Background: an optimization exercise with open tools, aiming at small area and a short achievable clock period. Do not read the settings as production practice. The RTL was checked by simulation tests, not by an equivalence proof against the original design. Power figures rest on the tool's default switching activity, not on a simulated workload.

==> inputs of trial 95 <==
==> flow/design.v <==
`timescale 1ns/1ps
`default_nettype none
module frame_sequencer (
	input  logic        clk,
	input  logic        rst_n,
	input  logic        start,
	input  logic        data_out_rd,
	input  logic [10:0] ip_total,
	input  logic [8:0]  word_cnt,
	output logic        ctrl_load,
	output logic        ctrl_busy,
	output logic        ctrl_advance,
	output logic        ctrl_pop,
	output logic [12:0] hdr_sel,
	output logic        pay_phase,
	output logic        sop,
	output logic        eop,
	output logic        data_out_rdy,
	output logic [1:0]  be_out
);
	logic        state;
	logic [10:0] next_last_sum;
	logic        next_is_last;
	logic        tail_only;
	logic        last_r;
	logic        pop_ok;
	assign ctrl_load    = !state && start;
	assign ctrl_busy    = state;
	assign ctrl_advance = state && data_out_rd;
	assign next_last_sum = ip_total + 11'd9;
	assign next_is_last  = (pay_phase || hdr_sel[12]) && (word_cnt == next_last_sum[10:2]);
	assign tail_only = (ip_total[1] == ip_total[0]);
	assign ctrl_pop = data_out_rd && pop_ok;
	always_ff @(posedge clk) begin
		if (ctrl_load) begin
			hdr_sel   <= 13'd1;
			pay_phase <= 1'b0;
		end else if (ctrl_advance) begin
			hdr_sel   <= {hdr_sel[11:0], 1'b0};
			pay_phase <= pay_phase | hdr_sel[12];
		end
	end
	always_ff @(posedge clk or negedge rst_n) begin
		if (!rst_n) begin
			state  <= 1'b0;
			last_r <= 1'b0;
			pop_ok <= 1'b0;
		end else if (ctrl_load) begin
			state  <= 1'b1;
			last_r <= 1'b0;
			pop_ok <= 1'b0;
		end else if (ctrl_advance) begin
			state  <= !last_r;
			last_r <= next_is_last;
			pop_ok <= !last_r && (pay_phase | hdr_sel[12]) && !(next_is_last && tail_only);
		end
	end
	assign sop          = state && hdr_sel[0];
	assign eop          = last_r;
	assign be_out       = last_r ? {~ip_total[1], ip_total[0]} : 2'b00;
	assign data_out_rdy = state;
endmodule
`default_nettype wire
`timescale 1ns/1ps
`default_nettype none
module header_builder (
	input  logic        clk,
	input  logic        ctrl_load,
	input  logic        ctrl_advance,
	input  logic [12:0] hdr_sel,
	input  logic [47:0] mac_dst_addr,
	input  logic [47:0] mac_src_addr,
	input  logic [7:0]  ip_dsf,
	input  logic [15:0] ip_id,
	input  logic [2:0]  ip_flags,
	input  logic [12:0] ip_frag_offset,
	input  logic [7:0]  ip_ttl,
	input  logic [31:0] ip_src_addr,
	input  logic [31:0] ip_dst_addr,
	input  logic [15:0] tcp_src_port,
	input  logic [15:0] tcp_dst_port,
	input  logic [31:0] tcp_seq_num,
	input  logic [31:0] tcp_ack_num,
	input  logic [5:0]  tcp_flags,
	input  logic [15:0] tcp_window,
	input  logic [15:0] payload_len,
	input  logic [15:0] payload_sum,
	input  logic [15:0] carry,
	output logic [10:0] ip_total,
	output logic [8:0]  word_cnt,
	output logic [15:0] hdr_hi,
	output logic [15:0] hdr_lo
);
	localparam logic [15:0] ETHERTYPE = 16'h0800;
	localparam logic [7:0]  IP_PROTO  = 8'd6;
	localparam logic [15:0] TCP_LEN_ADJ = 16'hFFFF - 16'(20 + 20)
		+ 16'(20) + 16'(8'd6);
	logic [31:0] mac_dst_r;
	logic [15:0] mac_hi_ip_acc;
	logic [47:0] mac_src_r;
	logic [7:0]  ip_dsf_r;
	logic [15:0] ip_id_r;
	logic [2:0]  ip_flags_r;
	logic [12:0] ip_frag_r;
	logic [7:0]  ip_ttl_r;
	logic [31:0] ip_src_r;
	logic [31:0] ip_dst_r;
	logic [10:0] ip_total_r;
	logic [15:0] tcp_sport_r;
	logic [15:0] tcp_dport_r;
	logic [31:0] tcp_seq_r;
	logic [31:0] tcp_ack_r;
	logic [5:0]  tcp_flags_r;
	logic [15:0] tcp_window_r;
	logic [15:0] tcp_acc;
	always_ff @(posedge clk) begin
		if (ctrl_load) begin
			mac_src_r    <= mac_src_addr;
			ip_dsf_r     <= ip_dsf;
			ip_id_r      <= ip_id;
			ip_flags_r   <= ip_flags;
			ip_frag_r    <= ip_frag_offset;
			ip_ttl_r     <= ip_ttl;
			ip_src_r     <= ip_src_addr;
			ip_dst_r     <= ip_dst_addr;
			ip_total_r   <= 11'(payload_len + 16'(20 + 20));
			tcp_sport_r  <= tcp_src_port;
			tcp_dport_r  <= tcp_dst_port;
			tcp_seq_r    <= tcp_seq_num;
			tcp_ack_r    <= tcp_ack_num;
			tcp_flags_r  <= tcp_flags;
			tcp_window_r <= tcp_window;
		end
	end
	assign ip_total = ip_total_r;
	always_ff @(posedge clk) begin
		if (ctrl_load)
			mac_dst_r <= mac_dst_addr[31:0];
		else if (ctrl_advance && hdr_sel[1])
			mac_dst_r[8:0] <= 9'd2;
		else if (ctrl_advance && !hdr_sel[0])
			mac_dst_r[8:0] <= mac_dst_r[8:0] + 9'd1;
	end
	assign word_cnt = mac_dst_r[8:0];
	logic [15:0] part_hi, part_lo;
	always_comb begin
		part_hi = ({16{hdr_sel[4]}}  & {5'd0, ip_total_r})
		        | ({16{hdr_sel[5]}}  & {ip_flags_r, ip_frag_r})
		        | ({16{hdr_sel[7]}}  & ip_src_r[15:0])
		        | ({16{hdr_sel[8]}}  & ip_dst_r[15:0])
		        | ({16{hdr_sel[9]}}  & tcp_dport_r)
		        | ({16{hdr_sel[10]}} & tcp_seq_r[15:0])
		        | ({16{hdr_sel[11]}} & tcp_ack_r[15:0]);
		part_lo = ({16{hdr_sel[4]}}  & ip_id_r)
		        | ({16{hdr_sel[5]}}  & {ip_ttl_r, IP_PROTO})
		        | ({16{hdr_sel[6]}}  & ip_src_r[31:16])
		        | ({16{hdr_sel[7]}}  & ip_dst_r[31:16])
		        | ({16{hdr_sel[8]}}  & tcp_sport_r)
		        | ({16{hdr_sel[9]}}  & tcp_seq_r[31:16])
		        | ({16{hdr_sel[10]}} & tcp_ack_r[31:16])
		        | ({16{hdr_sel[11]}} & {4'd5, 6'd0, tcp_flags_r});
		hdr_hi = part_hi
		       | ({16{hdr_sel[0]}}  & mac_hi_ip_acc)
		       | ({16{hdr_sel[1]}}  & mac_dst_r[15:0])
		       | ({16{hdr_sel[2]}}  & mac_src_r[31:16])
		       | ({16{hdr_sel[3]}}  & ETHERTYPE)
		       | ({16{hdr_sel[6]}}  & ~mac_hi_ip_acc)
		       | ({16{hdr_sel[12]}} & tcp_window_r);
		hdr_lo = part_lo
		       | ({16{hdr_sel[0]}}  & mac_dst_r[31:16])
		       | ({16{hdr_sel[1]}}  & mac_src_r[47:32])
		       | ({16{hdr_sel[2]}}  & mac_src_r[15:0])
		       | ({16{hdr_sel[3]}}  & {8'h45, ip_dsf_r})
		       | ({16{hdr_sel[12]}} & ~tcp_acc);
	end
	logic        ip_slot;
	logic        tcp_slot;
	logic [15:0] sum_acc, sum_a, sum_b, sum_r;
	assign ip_slot  = hdr_sel[0] | hdr_sel[1] | hdr_sel[4] | hdr_sel[5];
	assign tcp_slot = hdr_sel[2] | hdr_sel[3] | (|hdr_sel[11:6]);
	assign sum_acc = ({16{hdr_sel[0]}} & {8'h45, ip_dsf_r})
	               | ({16{hdr_sel[1] | hdr_sel[4] | hdr_sel[5]}} & mac_hi_ip_acc)
	               | ({16{!ip_slot}} & tcp_acc);
	assign sum_a = ({16{hdr_sel[0]}} & ip_src_r[31:16])
	             | ({16{hdr_sel[1]}} & ip_dst_r[31:16])
	             | ({16{hdr_sel[2]}} & tcp_window_r)
	             | ({16{hdr_sel[3]}} & {5'd0, ip_total_r})
	             | part_hi;
	assign sum_b = ({16{hdr_sel[0]}} & ip_src_r[15:0])
	             | ({16{hdr_sel[1]}} & ip_dst_r[15:0])
	             | ({16{hdr_sel[2]}} & carry)
	             | ({16{hdr_sel[3]}} & TCP_LEN_ADJ)
	             | part_lo;
	oc_adder3 u_add (
		.x (sum_acc),
		.y (sum_a),
		.z (sum_b),
		.r (sum_r)
	);
	always_ff @(posedge clk) begin
		if (ctrl_load)
			mac_hi_ip_acc <= mac_dst_addr[47:32];
		else if (ctrl_advance && ip_slot)
			mac_hi_ip_acc <= sum_r;
	end
	always_ff @(posedge clk) begin
		if (ctrl_load)
			tcp_acc <= payload_sum;
		else if (ctrl_advance && tcp_slot)
			tcp_acc <= sum_r;
	end
endmodule
`default_nettype wire
`default_nettype none
module oc_adder3 (
	input  logic [15:0] x,
	input  logic [15:0] y,
	input  logic [15:0] z,
	output logic [15:0] r
);
	logic [15:0] s, c, g, p;
	logic [15:0] gg [0:4];
	logic [15:0] pp [0:4];
	assign s = x ^ y ^ z;
	assign c = {(x[14:0] & y[14:0]) | (x[14:0] & z[14:0]) | (y[14:0] & z[14:0]),
	            (x[15] & y[15]) | (x[15] & z[15]) | (y[15] & z[15])};
	assign g = s & c;
	assign p = s ^ c;
	assign gg[0] = g;
	assign pp[0] = p;
	for (genvar lv = 0; lv < 4; lv++) begin : g_lv
		for (genvar i = 0; i < 16; i++) begin : g_bit
			if (i & (1 << lv)) begin : g_node
				localparam int J = ((i >> lv) << lv) - 1;
				assign gg[lv+1][i] = gg[lv][i] | (pp[lv][i] & gg[lv][J]);
				assign pp[lv+1][i] = pp[lv][i] & pp[lv][J];
			end else begin : g_pass
				assign gg[lv+1][i] = gg[lv][i];
				assign pp[lv+1][i] = pp[lv][i];
			end
		end
	end
	assign r[0] = p[0] ^ gg[4][15];
	for (genvar i = 1; i < 16; i++) begin : g_sum
		assign r[i] = p[i] ^ (gg[4][i-1] | (pp[4][i-1] & gg[4][15]));
	end
endmodule
`default_nettype wire
`timescale 1ns/1ps
`default_nettype none
module payload_aligner (
	input  logic        clk,
	input  logic        ctrl_load,
	input  logic        ctrl_pop,
	input  logic        pay_phase,
	input  logic [15:0] tcp_urgent_ptr,
	input  logic [15:0] hdr_hi,
	input  logic [15:0] hdr_lo,
	input  logic [31:0] data_in,
	output logic [15:0] carry,
	output logic [31:0] data_out
);
	always_ff @(posedge clk) begin
		if (ctrl_load)
			carry <= tcp_urgent_ptr;
		else if (ctrl_pop)
			carry <= data_in[15:0];
	end
	assign data_out[31:16] = hdr_hi | (pay_phase ? carry : 16'h0000);
	assign data_out[15:0]  = hdr_lo | (pay_phase ? data_in[31:16] : 16'h0000);
endmodule
`default_nettype wire
`timescale 1ns/1ps
`default_nettype none
module frame_tx_top (
	input  logic        clk,
	input  logic        rst_n,
	input  logic        start,
	input  logic [47:0]   mac_dst_addr,
	input  logic [47:0]   mac_src_addr,
	input  logic [7:0]  ip_dsf,
	input  logic [15:0]       ip_id,
	input  logic [2:0]  ip_flags,
	input  logic [12:0] ip_frag_offset,
	input  logic [7:0]  ip_ttl,
	input  logic [31:0]    ip_src_addr,
	input  logic [31:0]    ip_dst_addr,
	input  logic [15:0]       tcp_src_port,
	input  logic [15:0]       tcp_dst_port,
	input  logic [31:0]    tcp_seq_num,
	input  logic [31:0]    tcp_ack_num,
	input  logic [5:0]  tcp_flags,
	input  logic [15:0]       tcp_window,
	input  logic [15:0]       tcp_urgent_ptr,
	input  logic [15:0]        payload_len,
	input  logic [15:0]       payload_sum,
	output logic [31:0]       data_out,
	output logic [1:0]         be_out,
	output logic        data_out_rdy,
	input  logic        data_out_rd,
	output logic        sop,
	output logic        eop,
	input  logic [31:0]       data_in,
	output logic        data_in_rd,
	output logic        busy
);
	logic        ctrl_load;
	logic        ctrl_advance;
	logic        ctrl_pop;
	logic [12:0] hdr_sel;
	logic        pay_phase;
	logic [10:0] ip_total;
	logic [8:0]  word_cnt;
	logic [15:0] hdr_hi;
	logic [15:0] hdr_lo;
	logic [15:0] carry;
	frame_sequencer u_seq (
		.clk          (clk),
		.rst_n        (rst_n),
		.start        (start),
		.data_out_rd  (data_out_rd),
		.ip_total     (ip_total),
		.word_cnt     (word_cnt),
		.ctrl_load    (ctrl_load),
		.ctrl_busy    (busy),
		.ctrl_advance (ctrl_advance),
		.ctrl_pop     (ctrl_pop),
		.hdr_sel      (hdr_sel),
		.pay_phase    (pay_phase),
		.sop          (sop),
		.eop          (eop),
		.data_out_rdy (data_out_rdy),
		.be_out       (be_out)
	);
	assign data_in_rd = ctrl_pop;
	header_builder u_hdr (
		.clk            (clk),
		.ctrl_load      (ctrl_load),
		.ctrl_advance   (ctrl_advance),
		.hdr_sel        (hdr_sel),
		.mac_dst_addr   (mac_dst_addr),
		.mac_src_addr   (mac_src_addr),
		.ip_dsf         (ip_dsf),
		.ip_id          (ip_id),
		.ip_flags       (ip_flags),
		.ip_frag_offset (ip_frag_offset),
		.ip_ttl         (ip_ttl),
		.ip_src_addr    (ip_src_addr),
		.ip_dst_addr    (ip_dst_addr),
		.tcp_src_port   (tcp_src_port),
		.tcp_dst_port   (tcp_dst_port),
		.tcp_seq_num    (tcp_seq_num),
		.tcp_ack_num    (tcp_ack_num),
		.tcp_flags      (tcp_flags),
		.tcp_window     (tcp_window),
		.payload_len    (payload_len),
		.payload_sum    (payload_sum),
		.carry          (carry),
		.ip_total       (ip_total),
		.word_cnt       (word_cnt),
		.hdr_hi         (hdr_hi),
		.hdr_lo         (hdr_lo)
	);
	payload_aligner u_align (
		.clk            (clk),
		.ctrl_load      (ctrl_load),
		.ctrl_pop       (ctrl_pop),
		.pay_phase      (pay_phase),
		.tcp_urgent_ptr (tcp_urgent_ptr),
		.hdr_hi         (hdr_hi),
		.hdr_lo         (hdr_lo),
		.data_in        (data_in),
		.carry          (carry),
		.data_out       (data_out)
	);
endmodule
`default_nettype wire
==> flow/flow/run.sh <==
#!/bin/bash
set -euo pipefail
export BUFFER_PORTS_ARGS="-buffer_cell sky130_fd_sc_hd__buf_1"
export SETUP_SLACK_MARGIN=5.5
export CTS_ARGS="-sink_clustering_enable -repair_clock_nets -buf_list sky130_fd_sc_hd__clkbuf_16 -sink_clustering_size 25 -sink_clustering_max_diameter 100"
bash standard.sh > standard_flow.log 2>&1
==> flow/standard.sh <==
#!/bin/bash
# synth_recipe.tcl (not shown) runs the flow's synth.tcl, then flattens the netlist and writes it again
# the make line also repeats each setting of config.mk as NAME=value (left out here)
make -C /OpenROAD-flow-scripts/flow DESIGN_CONFIG=/design/flow/config.mk WORK_HOME=/design/flow/orfs CLKGATE_MAP_FILE= SYNTH_SCRIPT=/design/flow/synth_recipe.tcl "${@:-finish}"
==> flow/config.mk <==
export PLATFORM = sky130hd
export DESIGN_NAME = frame_tx_top
export DESIGN_NICKNAME = frame_tx_top
export VERILOG_FILES = /design/flow/design.v
export SDC_FILE = /design/flow/constraint.sdc
export NUM_CORES = 4
export LEC_CHECK = 0
export ABC_AREA = 1
export CAP_MARGIN = 20
export CORE_MARGIN = 2
export CORE_UTILIZATION = 50
export PLACE_DENSITY = 0.7
export SLEW_MARGIN = 20
export SYNTH_HIERARCHICAL = 1
==> flow/constraint.sdc <==
create_clock -name core_clock -period 10.0 [get_ports {clk}]
set_input_delay 2.0000 -clock core_clock [delete_from_list [all_inputs] [get_ports {clk}]]
set_output_delay 2.0000 -clock core_clock [all_outputs]
set_load 0.01 [all_outputs]
==> inputs of trial 37, as changes to trial 95 <==
==> flow/flow/run.sh (replaced) <==
#!/bin/bash
set -euo pipefail
export BUFFER_PORTS_ARGS="-buffer_cell sky130_fd_sc_hd__buf_1"
export SETUP_SLACK_MARGIN=5.6
export CTS_ARGS="-sink_clustering_enable -repair_clock_nets -buf_list sky130_fd_sc_hd__clkbuf_16 -sink_clustering_size 25 -sink_clustering_max_diameter 100"
bash standard.sh > standard_flow.log 2>&1
--- a/flow/config.mk
+++ b/flow/config.mk
@@ -5,10 +5,9 @@
 export SDC_FILE = /design/flow/constraint.sdc
 export NUM_CORES = 4
 export LEC_CHECK = 0
-export ABC_AREA = 1
 export CAP_MARGIN = 20
 export CORE_MARGIN = 2
 export CORE_UTILIZATION = 50
-export PLACE_DENSITY = 0.7
+export PLACE_DENSITY = 0.75
 export SLEW_MARGIN = 20
 export SYNTH_HIERARCHICAL = 1
==> inputs of build 92, as changes to trial 95 <==
--- a/flow/design.v
+++ b/flow/design.v
@@ -6,7 +6,6 @@
 	input  logic        start,
 	input  logic        data_out_rd,
 	input  logic [10:0] ip_total,
-	input  logic [8:0]  word_cnt,
 	output logic        ctrl_load,
 	output logic        ctrl_busy,
 	output logic        ctrl_advance,
@@ -19,6 +18,7 @@
 	output logic [1:0]  be_out
 );
 	logic        state;
+	logic [8:0]  word_idx;
 	logic [10:0] next_last_sum;
 	logic        next_is_last;
 	logic        tail_only;
@@ -28,16 +28,18 @@
 	assign ctrl_busy    = state;
 	assign ctrl_advance = state && data_out_rd;
 	assign next_last_sum = ip_total + 11'd9;
-	assign next_is_last  = (pay_phase || hdr_sel[12]) && (word_cnt == next_last_sum[10:2]);
+	assign next_is_last  = (word_idx == next_last_sum[10:2]);
 	assign tail_only = (ip_total[1] == ip_total[0]);
 	assign ctrl_pop = data_out_rd && pop_ok;
 	always_ff @(posedge clk) begin
 		if (ctrl_load) begin
 			hdr_sel   <= 13'd1;
 			pay_phase <= 1'b0;
+			word_idx  <= '0;
 		end else if (ctrl_advance) begin
 			hdr_sel   <= {hdr_sel[11:0], 1'b0};
 			pay_phase <= pay_phase | hdr_sel[12];
+			word_idx  <= word_idx + 9'd1;
 		end
 	end
 	always_ff @(posedge clk or negedge rst_n) begin
@@ -87,7 +89,6 @@
 	input  logic [15:0] payload_sum,
 	input  logic [15:0] carry,
 	output logic [10:0] ip_total,
-	output logic [8:0]  word_cnt,
 	output logic [15:0] hdr_hi,
 	output logic [15:0] hdr_lo
 );
@@ -95,8 +96,7 @@
 	localparam logic [7:0]  IP_PROTO  = 8'd6;
 	localparam logic [15:0] TCP_LEN_ADJ = 16'hFFFF - 16'(20 + 20)
 		+ 16'(20) + 16'(8'd6);
-	logic [31:0] mac_dst_r;
-	logic [15:0] mac_hi_ip_acc;
+	logic [47:0] mac_dst_r;
 	logic [47:0] mac_src_r;
 	logic [7:0]  ip_dsf_r;
 	logic [15:0] ip_id_r;
@@ -112,9 +112,11 @@
 	logic [31:0] tcp_ack_r;
 	logic [5:0]  tcp_flags_r;
 	logic [15:0] tcp_window_r;
+	logic [15:0] ip_acc;
 	logic [15:0] tcp_acc;
 	always_ff @(posedge clk) begin
 		if (ctrl_load) begin
+			mac_dst_r    <= mac_dst_addr;
 			mac_src_r    <= mac_src_addr;
 			ip_dsf_r     <= ip_dsf;
 			ip_id_r      <= ip_id;
@@ -133,15 +135,6 @@
 		end
 	end
 	assign ip_total = ip_total_r;
-	always_ff @(posedge clk) begin
-		if (ctrl_load)
-			mac_dst_r <= mac_dst_addr[31:0];
-		else if (ctrl_advance && hdr_sel[1])
-			mac_dst_r[8:0] <= 9'd2;
-		else if (ctrl_advance && !hdr_sel[0])
-			mac_dst_r[8:0] <= mac_dst_r[8:0] + 9'd1;
-	end
-	assign word_cnt = mac_dst_r[8:0];
 	logic [15:0] part_hi, part_lo;
 	always_comb begin
 		part_hi = ({16{hdr_sel[4]}}  & {5'd0, ip_total_r})
@@ -160,11 +153,11 @@
 		        | ({16{hdr_sel[10]}} & tcp_ack_r[31:16])
 		        | ({16{hdr_sel[11]}} & {4'd5, 6'd0, tcp_flags_r});
 		hdr_hi = part_hi
-		       | ({16{hdr_sel[0]}}  & mac_hi_ip_acc)
+		       | ({16{hdr_sel[0]}}  & mac_dst_r[47:32])
 		       | ({16{hdr_sel[1]}}  & mac_dst_r[15:0])
 		       | ({16{hdr_sel[2]}}  & mac_src_r[31:16])
 		       | ({16{hdr_sel[3]}}  & ETHERTYPE)
-		       | ({16{hdr_sel[6]}}  & ~mac_hi_ip_acc)
+		       | ({16{hdr_sel[6]}}  & ~ip_acc)
 		       | ({16{hdr_sel[12]}} & tcp_window_r);
 		hdr_lo = part_lo
 		       | ({16{hdr_sel[0]}}  & mac_dst_r[31:16])
@@ -178,9 +171,7 @@
 	logic [15:0] sum_acc, sum_a, sum_b, sum_r;
 	assign ip_slot  = hdr_sel[0] | hdr_sel[1] | hdr_sel[4] | hdr_sel[5];
 	assign tcp_slot = hdr_sel[2] | hdr_sel[3] | (|hdr_sel[11:6]);
-	assign sum_acc = ({16{hdr_sel[0]}} & {8'h45, ip_dsf_r})
-	               | ({16{hdr_sel[1] | hdr_sel[4] | hdr_sel[5]}} & mac_hi_ip_acc)
-	               | ({16{!ip_slot}} & tcp_acc);
+	assign sum_acc = ip_slot ? ip_acc : tcp_acc;
 	assign sum_a = ({16{hdr_sel[0]}} & ip_src_r[31:16])
 	             | ({16{hdr_sel[1]}} & ip_dst_r[31:16])
 	             | ({16{hdr_sel[2]}} & tcp_window_r)
@@ -199,9 +190,9 @@
 	);
 	always_ff @(posedge clk) begin
 		if (ctrl_load)
-			mac_hi_ip_acc <= mac_dst_addr[47:32];
+			ip_acc <= {8'h45, ip_dsf};
 		else if (ctrl_advance && ip_slot)
-			mac_hi_ip_acc <= sum_r;
+			ip_acc <= sum_r;
 	end
 	always_ff @(posedge clk) begin
 		if (ctrl_load)
@@ -310,7 +301,6 @@
 	logic [12:0] hdr_sel;
 	logic        pay_phase;
 	logic [10:0] ip_total;
-	logic [8:0]  word_cnt;
 	logic [15:0] hdr_hi;
 	logic [15:0] hdr_lo;
 	logic [15:0] carry;
@@ -320,7 +310,6 @@
 		.start        (start),
 		.data_out_rd  (data_out_rd),
 		.ip_total     (ip_total),
-		.word_cnt     (word_cnt),
 		.ctrl_load    (ctrl_load),
 		.ctrl_busy    (busy),
 		.ctrl_advance (ctrl_advance),
@@ -357,7 +346,6 @@
 		.payload_sum    (payload_sum),
 		.carry          (carry),
 		.ip_total       (ip_total),
-		.word_cnt       (word_cnt),
 		.hdr_hi         (hdr_hi),
 		.hdr_lo         (hdr_lo)
 	);
--- a/flow/config.mk
+++ b/flow/config.mk
@@ -5,7 +5,6 @@
 export SDC_FILE = /design/flow/constraint.sdc
 export NUM_CORES = 4
 export LEC_CHECK = 0
-export ABC_AREA = 1
 export CAP_MARGIN = 20
 export CORE_MARGIN = 2
 export CORE_UTILIZATION = 50
==> inputs of build 67, as changes to trial 95 <==
==> flow/flow/run.sh (replaced) <==
#!/bin/bash
set -euo pipefail
export BUFFER_PORTS_ARGS="-buffer_cell sky130_fd_sc_hd__buf_1"
export SETUP_SLACK_MARGIN=5.7
export CTS_ARGS="-sink_clustering_enable -repair_clock_nets -buf_list sky130_fd_sc_hd__clkbuf_16 -sink_clustering_size 25 -sink_clustering_max_diameter 100"
bash standard.sh > standard_flow.log 2>&1
==> flow/config.mk (replaced) <==
export PLATFORM = sky130hd
export DESIGN_NAME = frame_tx_top
export DESIGN_NICKNAME = frame_tx_top
export VERILOG_FILES = /design/flow/design.v
export SDC_FILE = /design/flow/constraint.sdc
export NUM_CORES = 4
export LEC_CHECK = 0
export CAP_MARGIN = 20
export CORE_MARGIN = 2
export CORE_UTILIZATION = 45
export PLACE_DENSITY = 0.65
export SLEW_MARGIN = 20
export SYNTH_HIERARCHICAL = 1
==> summary of the runs <==
- Between build 92 and build 67, the lower synthesized cell count is in build 92 (gap about 0.8%, measured against build 67).
- Clock skew: build 92 > trial 95 > trial 37 > build 67.
- Between build 67 and build 92, the lower count of clock-buffer cells in the layout is in build 67 (gap 2).
- Of trial 37 and build 92, build 92 has the higher sequential power (gap about 9%, measured against build 92).
- The highest setup slack belongs to build 67, the lowest to build 92.
- Against trial 37, the total power of build 67 is higher by about 0.44%.
- Worst hold slack: build 92 < trial 37 < build 67 < trial 95.
- The lowest first-iteration DRC count belongs to trial 95, the highest to trial 37.
- In trial 37 the via count is higher than in build 67, by 0.30%.
- In trial 95 the area after synthesis is higher than in trial 37, by 7.6%.

[what the ideal ports hide]
The flow's constraints put no driver on any port. The routed layouts listed below were extracted and timed again, unchanged, in two steps.
Step 1 sets driving cells, clkbuf_16 on the clock port and buf_2 on the other inputs (assumed; they add their load-dependent delay and slew).
Step 2 times the ports against the registers' clock, not the clock port: input delays grow and output delays shrink by t, the midpoint of the rising clock arrivals with the driver on.
Slacks: no drivers / after step 1 / after step 2; pairs: no drivers / after step 1.
run	t, ns	setup slack, ns	worst register clock-pin slew, ns
trial 95	0.611	5.579 / 5.556 / 5.131	0.11 / 0.11
trial 37	0.587	5.603 / 5.552 / 5.412	0.11 / 0.11
build 92	0.593	5.512 / 5.457 / 5.531	0.11 / 0.11
build 67	0.595	5.637 / 5.603 / 5.603	0.11 / 0.11
After both steps setup and hold are still met in every run listed. For trial 95, which loses most, drivers alone change the setup slack by -0.023 ns; drivers and shift together by -0.448 ns.
